Background: an optimization exercise with open tools, aiming at small area. Do not read the settings as production practice. In this exercise RTL edits were held to simulation tests only and were not proved equivalent to the original. No activity file was given, so power comes from the tool's default toggle rates. No driver is modelled on the clock port, so clocking that relies on it looks cheaper here than on a real chip.

==> flow/design.v (excerpt) <==
module riscvCore
#(
    parameter logic [31:0] resetAddress = '0
)
(
    input  logic clk,
    input  logic reset,
    output logic trap,
    output logic memEnable,
    output logic memWrite,
    output logic [31:0] memAddress,
    output logic [31:0] memWriteData,
    input  logic [31:0] memReadData,
    input  logic memReady
);
Size in the first run: ~2100 cells after synthesis, roughly 1100 flip-flops, about 100 I/O pins.
export LEC_CHECK = 0
export ABC_AREA = 1
export CAP_MARGIN = 20
export CORE_MARGIN = 2
export CORE_UTILIZATION = 60
export SLEW_MARGIN = 20
create_clock -name core_clock -period 10.0 [get_ports {clk}]
standard.sh (not shown) runs the stock make flow with config.mk's settings and CLKGATE_MAP_FILE= SYNTH_SCRIPT=/design/flow/synth_recipe.tcl, a recipe that flattens the netlist after the stock synthesis.
==> flow/flow/run.sh <==
#!/bin/bash
# Own layout flow: the standard flow (standard.sh, unchanged synthesis,
# floorplan, power grid and tap cells) with two changes to how the layout is
# made: the port buffers are the smallest buffer, and the clock tree uses
# small clock buffers with larger sink clusters and no dummy loads.
set -uo pipefail
export BUFFER_PORTS_ARGS="-buffer_cell sky130_fd_sc_hd__buf_1"
export CTS_ARGS="-sink_clustering_enable -repair_clock_nets -dont_use_dummy_load -buf_list sky130_fd_sc_hd__clkbuf_8 -sink_clustering_size 20 -sink_clustering_max_diameter 60"
bash standard.sh > standard.log 2>&1
The first run finished clean.
Then changed:
--- a/flow/flow/run.sh
+++ b/flow/flow/run.sh
@@ -7,3 +7,3 @@
 export BUFFER_PORTS_ARGS="-buffer_cell sky130_fd_sc_hd__buf_1"
-export CTS_ARGS="-sink_clustering_enable -repair_clock_nets -dont_use_dummy_load -buf_list sky130_fd_sc_hd__clkbuf_8 -sink_clustering_size 20 -sink_clustering_max_diameter 60"
+export CTS_ARGS="-sink_clustering_enable -repair_clock_nets -dont_use_dummy_load -buf_list sky130_fd_sc_hd__clkbuf_8 -sink_clustering_size 20 -sink_clustering_max_diameter 80"
 bash standard.sh > standard.log 2>&1
After rerunning: Flip-flop and latch count stays the same; design area barely changes; final cell count hardly moves; non-clock buffer count is unchanged; power came out lower by about 0.6%; global-route usage came out lower by 0.70 points; worst hold slack barely changes; clock power came out lower by about 2%.
Then changed:
--- a/flow/flow/run.sh
+++ b/flow/flow/run.sh
@@ -7,3 +7,3 @@
 export BUFFER_PORTS_ARGS="-buffer_cell sky130_fd_sc_hd__buf_1"
-export CTS_ARGS="-sink_clustering_enable -repair_clock_nets -dont_use_dummy_load -buf_list sky130_fd_sc_hd__clkbuf_8 -sink_clustering_size 20 -sink_clustering_max_diameter 80"
+export CTS_ARGS="-sink_clustering_enable -repair_clock_nets -dont_use_dummy_load -buf_list sky130_fd_sc_hd__clkbuf_16 -sink_clustering_size 36 -sink_clustering_max_diameter 40"
 bash standard.sh > standard.log 2>&1
What happened:
- wire length went up by roughly a tenth
- global-route usage went up by 3.0 points
- clock skew went up by 0.018 ns
- worst setup slack gets worse by 0.017 ns
- cell count went up slightly
- count of clock-buffer cells in the layout went up by 24
- die area does not change
- final area went up by a few percent
- synthesized cell count is unchanged
- maximum frequency went down slightly
Then changed:
--- a/flow/flow/run.sh
+++ b/flow/flow/run.sh
@@ -7,3 +7,3 @@
 export BUFFER_PORTS_ARGS="-buffer_cell sky130_fd_sc_hd__buf_1"
-export CTS_ARGS="-sink_clustering_enable -repair_clock_nets -dont_use_dummy_load -buf_list sky130_fd_sc_hd__clkbuf_16 -sink_clustering_size 36 -sink_clustering_max_diameter 40"
+export CTS_ARGS="-sink_clustering_enable -repair_clock_nets -dont_use_dummy_load -buf_list sky130_fd_sc_hd__clkbuf_16 -sink_clustering_size 36 -sink_clustering_max_diameter 60"
 bash standard.sh > standard.log 2>&1
Die area stays the same.
Core utilization came out lower by 2.6 points.
Register-to-register slack improves by 0.02 ns.

---

riscvCore, a different RTL version from the one above (not shown whole).
Size: roughly 1800 cells after synthesis, roughly 1100 flip-flops, about 100 I/O pins, about 27000 um^2 of cells after synthesis.
## riscvCore
module riscvCore
#(
    parameter logic [31:0] resetAddress = '0
)
(
    input  logic clk,
    input  logic reset,
    output logic trap,
    output logic memEnable,
    output logic memWrite,
    output logic [31:0] memAddress,
    output logic [31:0] memWriteData,
    input  logic [31:0] memReadData,
    input  logic memReady
);
    logic [3:0] state;
    logic [3:0] nextState;
    logic [4:0] cnt;
    logic first;
    logic last;
    logic [31:2] ir;
    logic [31:0] mar;
    logic [31:0] mdr;
    logic carryMain;
    logic carryInc;
    logic borrow;
    logic equalAcc;
    logic flag;
    assign first = (cnt == 5'd0);
    assign last = (cnt == 5'd31);
    logic [4:0] op;
    logic [2:0] f3;
    logic isBranch, isJal, isJalr, isLoad, isStore, isLui, isAuipc;
    logic isAluOp, isOp, isShift, isSlt, isRight;
    logic rdZero, rs2Zero, tempInMdr, tempInReg;
    logic legal;
    assign op = ir[6:2];
    assign f3 = ir[14:12];
    assign isBranch = op[4] & ~op[0];
    assign isJal = op[4] & op[1];
    assign isJalr = op[4] & op[0] & ~op[1];
    assign isLoad = ~op[4] & ~op[3] & ~op[2];
    assign isStore = ~op[4] & op[3] & ~op[2];
    assign isLui = ~op[4] & op[2] & op[0] & op[3];
    assign isAuipc = ~op[4] & op[2] & op[0] & ~op[3];
    assign isAluOp = ~op[4] & op[2] & ~op[0];
    assign isOp = isAluOp & op[3];
    assign isShift = isAluOp & (f3[1:0] == 2'b01);
    assign isSlt = isAluOp & (f3[2:1] == 2'b01);
    assign isRight = f3[2];
    assign rdZero = (ir[11:7] == 5'd0);
    assign rs2Zero = (ir[24:20] == 5'd0);
    assign tempInMdr = isBranch | (isLoad & rdZero) | (isStore & rs2Zero);
    assign tempInReg = (isLoad & ~rdZero) | (isStore & ~rs2Zero);
    always_comb
    begin
  ...
export LEC_CHECK = 0
export ABC_AREA = 1
export CAP_MARGIN = 20
export CORE_MARGIN = 2
export CORE_UTILIZATION = 60
export SLEW_MARGIN = 20
create_clock -name core_clock -period 10.0 [get_ports {clk}]
==> flow/flow/run.sh <==
#!/bin/bash
# Own layout flow: the standard flow (standard.sh, unchanged synthesis,
# floorplan, power grid and tap cells) with two changes to how the layout is
# made: the port buffers are the smallest buffer, and the clock tree uses
# small clock buffers with larger sink clusters and no dummy loads.
set -uo pipefail
export BUFFER_PORTS_ARGS="-buffer_cell sky130_fd_sc_hd__buf_1"
export CTS_ARGS="-sink_clustering_enable -repair_clock_nets -dont_use_dummy_load -buf_list sky130_fd_sc_hd__clkbuf_8 -sink_clustering_size 16 -sink_clustering_max_diameter 50"
bash standard.sh > standard.log 2>&1
==> next run, changes <==
--- a/flow/flow/run.sh
+++ b/flow/flow/run.sh
@@ -8 +8 @@
-export CTS_ARGS="-sink_clustering_enable -repair_clock_nets -dont_use_dummy_load -buf_list sky130_fd_sc_hd__clkbuf_8 -sink_clustering_size 16 -sink_clustering_max_diameter 50"
+export CTS_ARGS="-sink_clustering_enable -repair_clock_nets -dont_use_dummy_load -buf_list sky130_fd_sc_hd__clkbuf_8 -sink_clustering_size 20 -sink_clustering_max_diameter 60"
Effect:
- The changed run passed the timing, design-rule and antenna checks
- maximum frequency rises by 1.3%
- global-route usage falls by 0.31 points
- cell count falls by 0.59%
- clock-buffer cell count falls by 16
- combinational power is about the same
- final area falls by 0.76%

port drivers added, routing unchanged:
How much do the figures lean on ideal ports? The routed layouts below were timed once more, with nothing changed but the port constraints. Step 1 sets driving cells, clkbuf_16 on the clock port and buf_2 on the other inputs (assumed; they add their load-dependent delay and slew). Step 2 moves the port delays by t, midway between the first and last clock arrival at a register: inputs arrive t later, outputs are due t later. That takes back most of the time a late clock gives input paths. Three values: no drivers, after step 1, after step 2; two values: the first two.
run | t (ns) | setup slack, ns | worst setup path at the end | slew at the worst register clock pin (ns)
the first run of note 1 | 0.684 | 4.958 / 4.958 / 4.958 | register to register | 0.12 / 0.12
the second run of note 1 | 0.677 | 4.964 / 4.964 / 4.964 | register to register | 0.12 / 0.12
the third run of note 1 | 0.659 | 4.947 / 4.947 / 4.947 | register to register | 0.10 / 0.10
the fourth run of note 1 | 0.623 | 4.970 / 4.970 / 4.970 | register to register | 0.12 / 0.12
the first run of note 2 | 0.698 | 5.430 / 5.430 / 5.430 | register to register | 0.10 / 0.10
the second run of note 2 | 0.693 | 5.487 / 5.487 / 5.487 | register to register | 0.12 / 0.12
After both steps every run listed still meets setup and hold.
